Background: an optimization exercise with open tools, aiming at small area, a short achievable clock period and few clock cycles. Do not read the settings as production practice. Only simulation tests tie the RTL to the original design; equivalence was not proved. Power figures rest on the tool's default switching activity, not on a simulated workload.

== job 9622 ==
==> flow/design.v (excerpt) <==
module hrlf_top (
  input  wire        clk_i,
  input  wire        rst_ni,
  input  wire        push,
  input  wire [7:0]  rx_byte,
  input  wire        restart,
  output wire        full,
  output wire        empty,
  input  wire        pop,
  output wire        message_done,
  output wire        length_error,
  output wire [31:0] message_length
);
==> flow/config.mk <==
export PLATFORM = sky130hd
export DESIGN_NAME = hrlf_top
export DESIGN_NICKNAME = hrlf_top
export VERILOG_FILES = /design/flow/design.v
export SDC_FILE = /design/flow/constraint.sdc
export NUM_CORES = 4
export LEC_CHECK = 0
export CAP_MARGIN = 20
export CORE_MARGIN = 2
export CORE_UTILIZATION = 40
export CTS_BUF_LIST = sky130_fd_sc_hd__clkbuf_4 sky130_fd_sc_hd__clkbuf_8
export SETUP_SLACK_MARGIN = 3.4
export SLEW_MARGIN = 20
==> flow/constraint.sdc <==
create_clock -name core_clock -period 6.0 [get_ports {clk_i}]
set_input_delay 1.2000 -clock core_clock [delete_from_list [all_inputs] [get_ports {clk_i}]]
set_output_delay 1.2000 -clock core_clock [all_outputs]
set_load 0.01 [all_outputs]
standard.sh (not shown) runs the stock make flow with config.mk's settings and CLKGATE_MAP_FILE= SYNTH_SCRIPT=/design/flow/synth_recipe.tcl, a recipe that flattens the netlist after the stock synthesis.
==> flow/flow/run.sh <==
#!/bin/bash
# layout flow: the standard flow, with plain buffers on the ports
# (the standard flow's port buffers are 0.5 ns delay cells)
set -euo pipefail
bash standard.sh synth > synth.log 2>&1
bash standard.sh BUFFER_PORTS_ARGS="-buffer_cell sky130_fd_sc_hd__buf_1" finish > layout.log 2>&1
Testbench counts of job 9622, summed over its fixed seeds: cycles 66,475.
Inputs modified between job 9622 and job 4070:
- SETUP_SLACK_MARGIN now 3, was 3.4
- CTS_BUF_LIST no longer set, was sky130_fd_sc_hd__clkbuf_4 sky130_fd_sc_hd__clkbuf_8
### Flow results
- When job 4070 is measured against job 9622, its actual slew at the worst max-slew pin turns out 0.0064 ns higher.
- Between job 4070 and job 9622, the difference in maximum operating frequency is negligible.
- [compare] base=job 9622 new=job 4070: final setup slack of the worst path rose by 0.0041 ns, global-route usage over all layers dropped 0.91 points, via count dropped 165, overall power after layout climbed 0.57%, finished layout cell area went down about 2%.
- Number of design rule violations left after detail routing came out exactly the same in job 4070 and job 9622.
- On endpoint required time on the critical path: between job 4070 and job 9622, it ends up higher for job 9622.
- The destination of the critical timing path comes out cnt_q[26]$_SDFF_PP0_ in one run and cnt_q[8]$_SDFF_PP0_ in the other, namely in job 4070 and job 9622 respectively.
- Arrival time at the worst endpoint: job 4070 vs job 9622 down 0.05 ns
[inputs] job 2994 vs job 4070
- an added CTS_BUF_LIST of sky130_fd_sc_hd__clkbuf_4 sky130_fd_sc_hd__clkbuf_8
==> comparison <==
Comparing job 2994 and job 4070, proportion of power drawn by combinational gates is lower on job 4070.
Count of clock-net buffers in the final layout: job 2994 lower than job 4070
Going from job 4070 to job 2994, worst hold margin grows by 0.046 ns.

---

P:
hrlf_top, a different RTL version from the one above (not shown whole).
Size: about 760 cells after synthesis, roughly 49 I/O pins.
==> flow/design.v (excerpt) <==
module hrlf_top (
  input  wire        clk_i,
  input  wire        rst_ni,
  input  wire        push,
  input  wire [7:0]  rx_byte,
  input  wire        restart,
  output wire        full,
  output wire        empty,
  input  wire        pop,
  output wire        message_done,
  output wire        length_error,
  output wire [31:0] message_length
);
clock: 6.0 ns
lec_check: 0
cap_margin: 20
core_margin: 2
core_utilization: 40
cts_buf_list: sky130_fd_sc_hd__clkbuf_4 sky130_fd_sc_hd__clkbuf_8
setup_slack_margin: 3.4
slew_margin: 20
Scripts as last shown in full above: flow/flow/run.sh
Testbench counts of P, summed over its fixed seeds: cycles 66,475.
diff inputs: P => Q
-- flow/config.mk --
<<< P, line 12
export SETUP_SLACK_MARGIN = 3.4
>>> Q, line 12
export SETUP_SLACK_MARGIN = 2.6
Results
On largest fanout of any net on the critical path, the higher figure sits with Q, not P.
Cmp P and Q / met1 layer usage reported by global route / lower: Q
Static leakage for Q: 22% down relative to P
For Q, the largest power group was sequential cells, unlike P, where it was combinational logic.

[afterwards: timing with drivers on the ports]
In the flow no input, the clock included, has a driving cell. The finished layouts below were timed again as built, in two steps.
Step 1 assumes that a clkbuf_16 drives the clock port and a buf_2 every other input.
Step 2 also shifts input and output timing later by t, the mid clock arrival at the registers, as if the neighbouring blocks saw the same clock.
a / b / c = ideal / step 1 / step 2; a / b = the first two.
| run | shift t [ns] | slack for setup (ns) | worst hold slack (ns) | latest minus earliest clock arrival (ns) | cell pins on the clock port's net |
|---|---|---|---|---|---|
| job 9622 | 0.425 | 3.086 / 3.086 / 3.086 | 0.593 / 0.582 / 0.593 | 0.011 / 0.012 | 1 |
| job 4070 | 0.390 | 3.091 / 3.091 / 3.091 | 0.539 / 0.539 / 0.539 | 0.010 / 0.010 | 1 |
| job 2994 | 0.418 | 3.069 / 3.069 / 3.069 | 0.586 / 0.586 / 0.586 | 0.011 / 0.011 | 1 |
| P | 0.428 | 3.209 / 3.209 / 3.209 | 0.534 / 0.534 / 0.534 | 0.009 / 0.009 | 1 |
| Q | 0.408 | 2.824 / 2.824 / 2.824 | 0.528 / 0.528 / 0.528 | 0.014 / 0.014 | 1 |
After both steps every run listed still meets setup and hold.
